This is an optimization exercise on Yosys and OpenROAD, whose aim is small area, not a production implementation.
RTL that was checked went through simulation tests only; none was proved equivalent to the original.
No activity file was given, so power comes from the tool's default toggle rates.

## write_back_buffer
module write_back_buffer
#(
    parameter int  LINE_SIZE   = write_back_buffer_pkg::WBB_LINE_SIZE_DEF,
    parameter int  DEPTH       = write_back_buffer_pkg::WBB_DEPTH_DEF,
    localparam int OFFSET_BITS = write_back_buffer_pkg::wbb_offset_bits(LINE_SIZE),
    localparam int LA_BITS     = write_back_buffer_pkg::WBB_ADDR_BITS - OFFSET_BITS,
    localparam int DW          = LINE_SIZE * 8
) (
    input  logic               clk,
    input  logic               reset,
    input  logic               wb_valid,
    input  logic [LA_BITS-1:0] wb_line_addr,
    input  logic [DW-1:0]      wb_data,
    output logic               wb_ready,
    input  logic               rd_valid_in,
    input  logic [LA_BITS-1:0] rd_line_addr,
    output logic               rd_ready,
    output logic               rd_valid,
    output logic [DW-1:0]      rd_data,
    output logic               rd_fwd,
    output logic               mem_is_input_valid,
    output logic               mem_read,
    output logic               mem_write,
    output logic [LA_BITS-1:0] mem_addr,
    output logic [DW-1:0]      mem_din,
    input  logic               mem_ready,
    input  logic               mem_is_output_valid,
    input  logic [DW-1:0]      mem_dout
);
For scale: ~610 I/O pins.
==> flow/config.mk <==
export PLATFORM = sky130hd
export DESIGN_NAME = write_back_buffer
export DESIGN_NICKNAME = write_back_buffer
export VERILOG_FILES = /design/flow/design.v
export SDC_FILE = /design/flow/constraint.sdc
export NUM_CORES = 4
export LEC_CHECK = 0
export CAP_MARGIN = 20
export CORE_MARGIN = 2
export CORE_UTILIZATION = 55
export CTS_BUF_LIST = sky130_fd_sc_hd__clkbuf_4 sky130_fd_sc_hd__clkbuf_8
export CTS_CLUSTER_DIAMETER = 50
export CTS_CLUSTER_SIZE = 16
export SLEW_MARGIN = 20
==> flow/constraint.sdc <==
create_clock -name core_clock -period 6.0 [get_ports {clk}]
set_input_delay 1.2000 -clock core_clock [delete_from_list [all_inputs] [get_ports {clk}]]
set_output_delay 1.2000 -clock core_clock [all_outputs]
set_load 0.01 [all_outputs]
standard.sh (not shown) runs the stock make flow with config.mk's settings and CLKGATE_MAP_FILE= SYNTH_SCRIPT=/design/flow/synth_recipe.tcl, a recipe that flattens the netlist after the stock synthesis.
==> flow/flow/run.sh <==
#!/bin/bash
# Standard ORFS layout (the standard.sh), with the port buffers that global placement
# inserts made as the smallest plain buffer instead of the tool's default pick.
set -euo pipefail
export BUFFER_PORTS_ARGS="-buffer_cell sky130_fd_sc_hd__buf_1"
bash standard.sh > standard_flow.log 2>&1
Rerun with:
Settings changed: CORE_UTILIZATION 55 to 65, CTS_BUF_LIST sky130_fd_sc_hd__clkbuf_4 sky130_fd_sc_hd__clkbuf_8 to sky130_fd_sc_hd__clkbuf_8, CTS_CLUSTER_DIAMETER 50 to default, CTS_CLUSTER_SIZE 16 to default.
After rerunning:
- clock-buffer cell count came out higher by 44
- cell count stays flat
- non-clock buffer count went up by 15
- sequential power is about the same
- worst hold slack got worse by 3.3 ps
- clock skew goes down by 29 ps
- routed wire length goes down slightly
- cell area went up by a few percent
- total power goes up by a little under a tenth
Rerun with:
Settings changed: CORE_UTILIZATION 65 to 40.
After rerunning: The changed run produced a clean layout. Setup slack gains 23 ps. Cell area came out higher by 1.7%. Sequential cell count does not change. Die area rises by 61%. Final cell count climbs by about 11%. Synthesized area is unchanged. Clock-buffer cell count grows by 4. Clock skew came out higher by 38 ps. Hold slack is worse by 23 ps.
Rerun with:
Settings changed: CTS_BUF_LIST sky130_fd_sc_hd__clkbuf_8 to sky130_fd_sc_hd__clkbuf_16, CTS_CLUSTER_DIAMETER from default to 60, CTS_CLUSTER_SIZE from default to 30.
What happened: The new run finished clean; power came out lower slightly; final cell count fell by a few percent; design area is lower slightly; synthesized area does not change; first-iteration DRC count went down slightly; utilization decreases by 0.29 points.

* * *

The RTL this note starts from:
==> flow/design.v <==
package write_back_buffer_pkg;
    localparam int WBB_ADDR_BITS      = 32;
    localparam int WBB_LINE_SIZE_DEF  = 16;
    localparam int WBB_DEPTH_DEF      = 4;
    typedef enum logic {
        IDLE    = 1'b0,
        RD_WAIT = 1'b1
    } wbb_state_e;
    function automatic integer wbb_offset_bits(input integer line_size);
        wbb_offset_bits = $clog2(line_size);
    endfunction
endpackage
module wbb_match #(
    parameter int  DEPTH   = 4,
    parameter int  LA_BITS = 28
) (
    input  logic [DEPTH-1:0]              ent_vld,
    input  logic [DEPTH-1:0][LA_BITS-1:0] ent_addr,
    input  logic [LA_BITS-1:0]            key,
    output logic [DEPTH-1:0]              match
);
    always_comb begin
        for (int i = 0; i < DEPTH; i++) begin
            match[i] = ent_vld[i] && (ent_addr[i] == key);
        end
    end
endmodule
module write_back_buffer
#(
    parameter int  LINE_SIZE   = write_back_buffer_pkg::WBB_LINE_SIZE_DEF,
    parameter int  DEPTH       = write_back_buffer_pkg::WBB_DEPTH_DEF,
    localparam int OFFSET_BITS = write_back_buffer_pkg::wbb_offset_bits(LINE_SIZE),
    localparam int LA_BITS     = write_back_buffer_pkg::WBB_ADDR_BITS - OFFSET_BITS,
    localparam int DW          = LINE_SIZE * 8
) (
    input  logic               clk,
    input  logic               reset,
    input  logic               wb_valid,
    input  logic [LA_BITS-1:0] wb_line_addr,
    input  logic [DW-1:0]      wb_data,
    output logic               wb_ready,
    input  logic               rd_valid_in,
    input  logic [LA_BITS-1:0] rd_line_addr,
    output logic               rd_ready,
    output logic               rd_valid,
    output logic [DW-1:0]      rd_data,
    output logic               rd_fwd,
    output logic               mem_is_input_valid,
    output logic               mem_read,
    output logic               mem_write,
    output logic [LA_BITS-1:0] mem_addr,
    output logic [DW-1:0]      mem_din,
    input  logic               mem_ready,
    input  logic               mem_is_output_valid,
    input  logic [DW-1:0]      mem_dout
);
    localparam int PTR_W = $clog2(DEPTH);
    logic [DEPTH-1:0]              vld_q;
    logic [DEPTH-1:0][LA_BITS-1:0] addr_q;
    logic [DEPTH-1:0][DW-1:0]      data_q;
    logic [DEPTH-1:0]              head_q;      
    logic [PTR_W-1:0]              tail_q;
    logic                          wait_q;      
    logic                          pend_q;
    logic [LA_BITS-1:0]            pend_addr_q;
    logic [DEPTH-1:0]              fwd_q;       
    logic [DEPTH-1:0] wm, rm, head_oh, dwe, dhold, tail_oh, vld_d, fwd_d;
    logic full, nonempty, new_same, wb_hit, rd_hit_buf, same, wb_acc, rd_acc, rd_hit, read_req;
    logic go, issue_drain, issue_read, alloc, drain_hit_head;
    wbb_match #(.DEPTH(DEPTH), .LA_BITS(LA_BITS)) u_wb_match (
        .ent_vld  (vld_q),
        .ent_addr (addr_q),
        .key      (wb_line_addr),
        .match    (wm)
    );
    wbb_match #(.DEPTH(DEPTH), .LA_BITS(LA_BITS)) u_rd_match (
        .ent_vld  (vld_q),
        .ent_addr (addr_q),
        .key      (rd_line_addr),
        .match    (rm)
    );
    always_comb begin
        for (int i = 0; i < DEPTH; i++) begin
            tail_oh[i] = (tail_q == PTR_W'(i));
        end
        head_oh     = head_q;
        full        = &vld_q;
        nonempty    = |vld_q;
        wb_hit      = |wm;
        rd_hit_buf  = |rm;
        same        = (wb_line_addr == rd_line_addr);
        wb_ready    = !full || wb_hit;
        wb_acc      = wb_valid && wb_ready;
        rd_ready    = !wait_q && !pend_q;
        rd_acc      = rd_valid_in && rd_ready;
        new_same    = wb_valid && !full && same;
        rd_hit      = rd_hit_buf || new_same;
        read_req    = (rd_acc && !rd_hit) || pend_q;
        go          = !wait_q && mem_ready;
        issue_drain = go && nonempty && (!read_req || full);
        issue_read  = go && read_req && !full;
        drain_hit_head = issue_drain && |(wm & head_oh);
        alloc       = wb_valid && ((!wb_hit && !full) || drain_hit_head);
        vld_d       = (vld_q & ~({DEPTH{issue_drain}} & head_oh)) | ({DEPTH{alloc}} & tail_oh);
        dwe         = ~vld_q | (wm & {DEPTH{wb_valid}});
        dhold       = vld_q & ~(wm & {DEPTH{wb_valid}});
        fwd_d       = rd_acc ? (rd_hit_buf ? rm : (new_same ? tail_oh : '0)) : '0;
    end
    always_ff @(posedge clk) begin
        if (reset) begin
            vld_q  <= '0;
            head_q <= DEPTH'(1);
            tail_q <= '0;
            wait_q <= 1'b0;
            pend_q <= 1'b0;
            fwd_q  <= '0;
        end else begin
            vld_q  <= vld_d;
            if (issue_drain) head_q <= {head_q[DEPTH-2:0], head_q[DEPTH-1]};
            tail_q <= tail_q + PTR_W'(alloc);
            wait_q <= wait_q ? !mem_is_output_valid : issue_read;
            pend_q <= read_req && !issue_read;
            fwd_q  <= fwd_d;
        end
    end
    always_ff @(posedge clk) begin
        for (int i = 0; i < DEPTH; i++) begin
            if (!vld_q[i]) addr_q[i] <= wb_line_addr;
            data_q[i] <= ({DW{dwe[i]}} & wb_data) | ({DW{dhold[i]}} & data_q[i]);
        end
        if (!pend_q) pend_addr_q <= rd_line_addr;
    end
    always_comb begin
        rd_data = wait_q ? mem_dout : '0;
        mem_din = '0;
        mem_addr = (pend_q && !full) ? pend_addr_q : ((!pend_q && read_req && !full) ? rd_line_addr : '0);
        for (int i = 0; i < DEPTH; i++) begin
            rd_data = rd_data | ({DW{fwd_q[i]}} & data_q[i]);
            mem_din = mem_din | ({DW{head_oh[i]}} & data_q[i]);
            mem_addr = mem_addr | ({LA_BITS{head_oh[i] && !(read_req && !full)}} & addr_q[i]);
        end
    end
    assign rd_fwd             = |fwd_q;
    assign rd_valid           = rd_fwd || (wait_q && mem_is_output_valid);
    assign mem_is_input_valid = issue_read || issue_drain;
    assign mem_read           = issue_read;
    assign mem_write          = issue_drain;
endmodule
Settings: LEC_CHECK=0, CAP_MARGIN=20, CORE_MARGIN=2, CORE_UTILIZATION=55, CTS_BUF_LIST=sky130_fd_sc_hd__clkbuf_16, CTS_CLUSTER_DIAMETER=80, CTS_CLUSTER_SIZE=30, SLEW_MARGIN=20; clock period 6.0 ns.
Scripts as last shown in full above: flow/flow/run.sh
==> next run, changes <==
CTS_BUF_LIST = sky130_fd_sc_hd__clkbuf_8   (was sky130_fd_sc_hd__clkbuf_16)
CTS_CLUSTER_DIAMETER = 50   (was 80)
CTS_CLUSTER_SIZE = 16   (was 30)
Outcome:
- The new run ran to the end with no violations
- clock-buffer cell count goes up by 29
- sequential share of layout area shrinks by 0.38 points
- cell count is higher by 1.3%
- non-clock buffer count does not change
- utilization went up by 0.43 points
No run of this note included a check of the RTL's function; only the layout flow was run.

## port drivers added, routing unchanged
The results above use ideal ports. As a check the final layouts listed here were re-extracted and re-timed, cells and wires unchanged. Step 1 sets driving cells, clkbuf_16 on the clock port and buf_2 on the other inputs (assumed; they add their load-dependent delay and slew). Step 2 adds t to the input delays and takes it off the output delays; t is the mean of the earliest and latest rising clock arrival at the registers after step 1. Input paths then give back, and output paths get back, about the clock's delay inside the block. a / b / c = no drivers / after step 1 / after step 2; a / b = the first two.
run | t (ns) | slack for setup (ns) | worst setup path after step 2
the first run of note 1 | 0.782 | 0.537 / 0.477 / 0.477 | input to output
the second run of note 1 | 0.772 | 0.618 / 0.566 / 0.566 | input to output
the third run of note 1 | 0.809 | 0.641 / 0.585 / 0.585 | input to output
the fourth run of note 1 | 0.696 | 0.692 / 0.637 / 0.637 | input to output
the first run of note 2 | 0.641 | 0.630 / 0.580 / 0.580 | input to output
the second run of note 2 | 0.784 | 0.593 / 0.544 / 0.544 | input to output
After both steps every run listed still meets setup and hold. The setup slack of the first run of note 1, which loses most, moves by -0.060 ns with the drivers and by -0.060 ns with both steps.
